What follows belongs to an exercise in optimizing a design on an open flow for small area; a production flow would make more cautious choices.

==> flow/design.v (excerpt) <==
module seqTop #(
	parameter logic [seqPkg::ADDR_W-1:0] START_ADDR_RESET = 16'hFFFF
) (
	input  logic              wClk_i,
	input  logic              rst_i,
	input  logic [seqPkg::ADDR_W-1:0] startAddr_i,
	input  logic              startTrig_i,
	input  logic              stopTrig_i,
	input  logic              lineTrig_i,
	input  logic              pmt_i,
	input  logic [seqPkg::DATA_W-1:0] memRdData_i,
	output logic              busy_o,
	output logic [seqPkg::ADDR_W-1:0] memAddr_o,
	output logic [seqPkg::DATA_W-1:0] memWrData_o,
	output logic              memWe_o,
	output logic [7:0]        shutter_o
);
clock: 8.0 ns
lec_check: 0
cap_margin: 20
core_margin: 2
core_utilization: 40
slew_margin: 20
standard.sh (not shown) runs the stock make flow with config.mk's settings and CLKGATE_MAP_FILE= SYNTH_SCRIPT=/design/flow/synth_recipe.tcl, a recipe that flattens the netlist after the stock synthesis.
==> flow/flow/run.sh <==
#!/bin/bash
# Own layout flow: the standard ORFS flow (standard.sh) with
#  - Yosys's ABC mapping run with flow/area.abc instead of ORFS's speed script
#    (registers are mapped before ABC runs, so they are the standard synthesis's),
#  - sky130_fd_sc_hd__buf_1 as the port buffer,
#  - CTS without dummy loads, with clkbuf_8 below a clkbuf_16 root.
# Each step's full output is in orfs/logs/; make's output is in flow.log.
set -euo pipefail
HERE=$PWD
export MY_ABC_SCRIPT=$HERE/flow/area.abc
{
	cat <<'EOT'
proc abc {args} {
	set i [lsearch $args -script]
	if {$i >= 0} { lset args [expr {$i + 1}] $::env(MY_ABC_SCRIPT) }
	yosys abc {*}$args
}
EOT
	cat synth_recipe.tcl
} > my_synth.tcl
sed "s#SYNTH_SCRIPT=[^ ]*#SYNTH_SCRIPT=$HERE/my_synth.tcl#" standard.sh > my_standard.sh
export BUFFER_PORTS_ARGS="-buffer_cell sky130_fd_sc_hd__buf_1"
export CTS_ARGS="-sink_clustering_enable -repair_clock_nets -dont_use_dummy_load -root_buf sky130_fd_sc_hd__clkbuf_16 -buf_list sky130_fd_sc_hd__clkbuf_8"
bash my_standard.sh > flow.log 2>&1
==> flow/flow/area.abc <==
strash
&get -n
&fraig -x
&put
scorr
dc2
balance
rewrite
refactor
balance
rewrite
rewrite -z
balance
refactor -z
rewrite -z
balance
strash
&get -n
&dch -f
&nf -p -R 1000
&put
buffer -c
topo
stime -c
upsize -c
dnsize -c
Change:
--- a/flow/design.v
+++ b/flow/design.v
@@ -268,30 +268,29 @@
 		for (int k = 0; k < 32; k++)
 			shIn[k] = (dShr & wReg[31-k]) | (~dShr & wReg[k]);
 		shOut = shIn;
 		for (int l = 0; l < 5; l++)
 			shOut = ({32{operand[l]}} & (shOut << (1 << l))) | ({32{~operand[l]}} & shOut);
 		for (int k = 0; k < 32; k++)
-			shRes[k] = shOut[31-k];
+			shRes[k] = (dShr & shOut[31-k]) | (~dShr & shOut[k]);
 	end
 	assign shBig = |operand[31:5];
-	logic        selLd, selAnd, selSum, selShl, selShr, selHold;
+	logic        selLd, selAnd, selSum, selSh, selHold;
 	logic [31:0] wNext;
-	assign selLd   = exS & dLd;
-	assign selAnd  = exS & dAnd;
-	assign selSum  = (exS & (dAdd | dSub | dInc | dDec)) | cntRun;
-	assign selShl  = exS & dShl & ~shBig;
-	assign selShr  = exS & dShr & ~shBig;
-	assign selHold = exS ? ~(dLd | dClr | dCount | dAnd | dAdd | dSub | dInc | dDec | dShl | dShr) : ~cntRun;
+	assign selLd   = ~rst_i & exS & dLd;
+	assign selAnd  = ~rst_i & exS & dAnd;
+	assign selSum  = ~rst_i & ((exS & (dAdd | dSub | dInc | dDec)) | cntRun);
+	assign selSh   = ~rst_i & exS & (dShl | dShr) & ~shBig;
+	assign selHold = ~rst_i & (exS ? ~(dLd | dClr | dCount | dAnd | dAdd | dSub | dInc | dDec | dShl | dShr) : ~cntRun);
 	assign wNext   = ({32{selLd}} & operand) | ({32{selAnd}} & aIn & bIn) | ({32{selSum}} & sum[31:0]) |
-	                 ({32{selShl}} & shOut) | ({32{selShr}} & shRes) | ({32{selHold}} & wReg);
+	                 ({32{selSh}} & shRes) | ({32{selHold}} & wReg);
 	logic        selLdI, selSumI, selHoldI;
 	logic [15:0] iNext;
-	assign selLdI   = exS & dLdInd;
-	assign selSumI  = exS & (dAddI | dSubI | dIncI | dDecI);
-	assign selHoldI = ~(selLdI | selSumI);
+	assign selLdI   = ~rst_i & exS & dLdInd;
+	assign selSumI  = ~rst_i & exS & (dAddI | dSubI | dIncI | dDecI);
+	assign selHoldI = ~rst_i & ~(exS & (dLdInd | dAddI | dSubI | dIncI | dDecI));
 	assign iNext    = ({16{selLdI}} & operand[15:0]) | ({16{selSumI}} & sum[15:0]) | ({16{selHoldI}} & iReg);
 	logic [1:0] newFlag;
 	always_comb
 	begin
 		if (dCmpI)
 			newFlag = zLo ? 2'd0 : (c16 ? 2'd1 : 2'd2);
@@ -301,35 +300,33 @@
 	always_ff @(posedge wClk_i)
 	begin
 		if (rst_i)
 		begin
 			exS       <= 1'b0;
 			wtS       <= 1'b0;
-			wReg      <= 32'h0;
-			iReg      <= 16'h0;
 			cmpFlag   <= 2'd3;
-			shutter_o <= 8'h00;
 		end
 		else
 		begin
 			exS <= take & runsAlu;
 			if (exS)
 				wtS <= isWait;
 			else if (!wb)
 				wtS <= 1'b0;
-			wReg <= wNext;
-			iReg <= iNext;
-			if (exS)
-			begin
-				if (dCmp | dCmpI)
-					cmpFlag <= newFlag;
-				if (dShut)
-					shutter_o <= operand[7:0];
-			end
+			if (exS & (dCmp | dCmpI))
+				cmpFlag <= newFlag;
 		end
 	end
+	logic selShut;
+	assign selShut = exS & dShut;
+	always_ff @(posedge wClk_i)
+	begin
+		wReg      <= wNext;
+		iReg      <= iNext;
+		shutter_o <= ({8{~rst_i & selShut}} & operand[7:0]) | ({8{~rst_i & ~selShut}} & shutter_o);
+	end
 	logic cntEnd, waitStart, nz, gt4;
 	assign waitStart = exS & isWait;
 	assign nz     = |operand;
 	assign gt4    = (|operand[31:3]) | (operand[2] & (operand[1] | operand[0]));
 	assign cntEnd = (&cntN[31:3]) & (cntN[2] == kCnt) & cntN[1] & ~cntN[0];
 	always_ff @(posedge wClk_i)
Effect:
- The changed run ran to the end with no violations
- area after synthesis is lower slightly
- sequential share of layout area is about the same
- via count grows slightly
- register-to-register slack loses 0.07 ns
- clock skew shrinks by 0.010 ns
- setup slack gets worse by 0.13 ns
Function was not checked in any run of this note: the RTL went through the layout flow alone.

==> static timing again, ports no longer ideal <==
How much do the figures lean on ideal ports? The routed layouts below were timed once more, with nothing changed but the port constraints.
Step 1 sets driving cells, clkbuf_16 on the clock port and buf_2 on the other inputs (assumed; they add their load-dependent delay and slew).
Step 2 adds t to the input delays and takes it off the output delays; t is the mean of the earliest and latest rising clock arrival at the registers after step 1. Input paths then give back, and output paths get back, about the clock's delay inside the block.
a / b / c = ideal / step 1 / step 2; a / b = the first two.
run | t (ns) | setup WS [ns] | hold WS [ns] | worst setup path at the end
the first run | 0.423 | 0.574 / 0.574 / 0.181 | 0.484 / 0.484 / 0.484 | input to register
the second run | 0.431 | 0.446 / 0.478 / 0.047 | 0.456 / 0.456 / 0.456 | input to register
After both steps setup and hold are still met in every run listed. For the second run, which loses most, drivers alone change the setup slack by +0.032 ns; drivers and shift together by -0.399 ns.
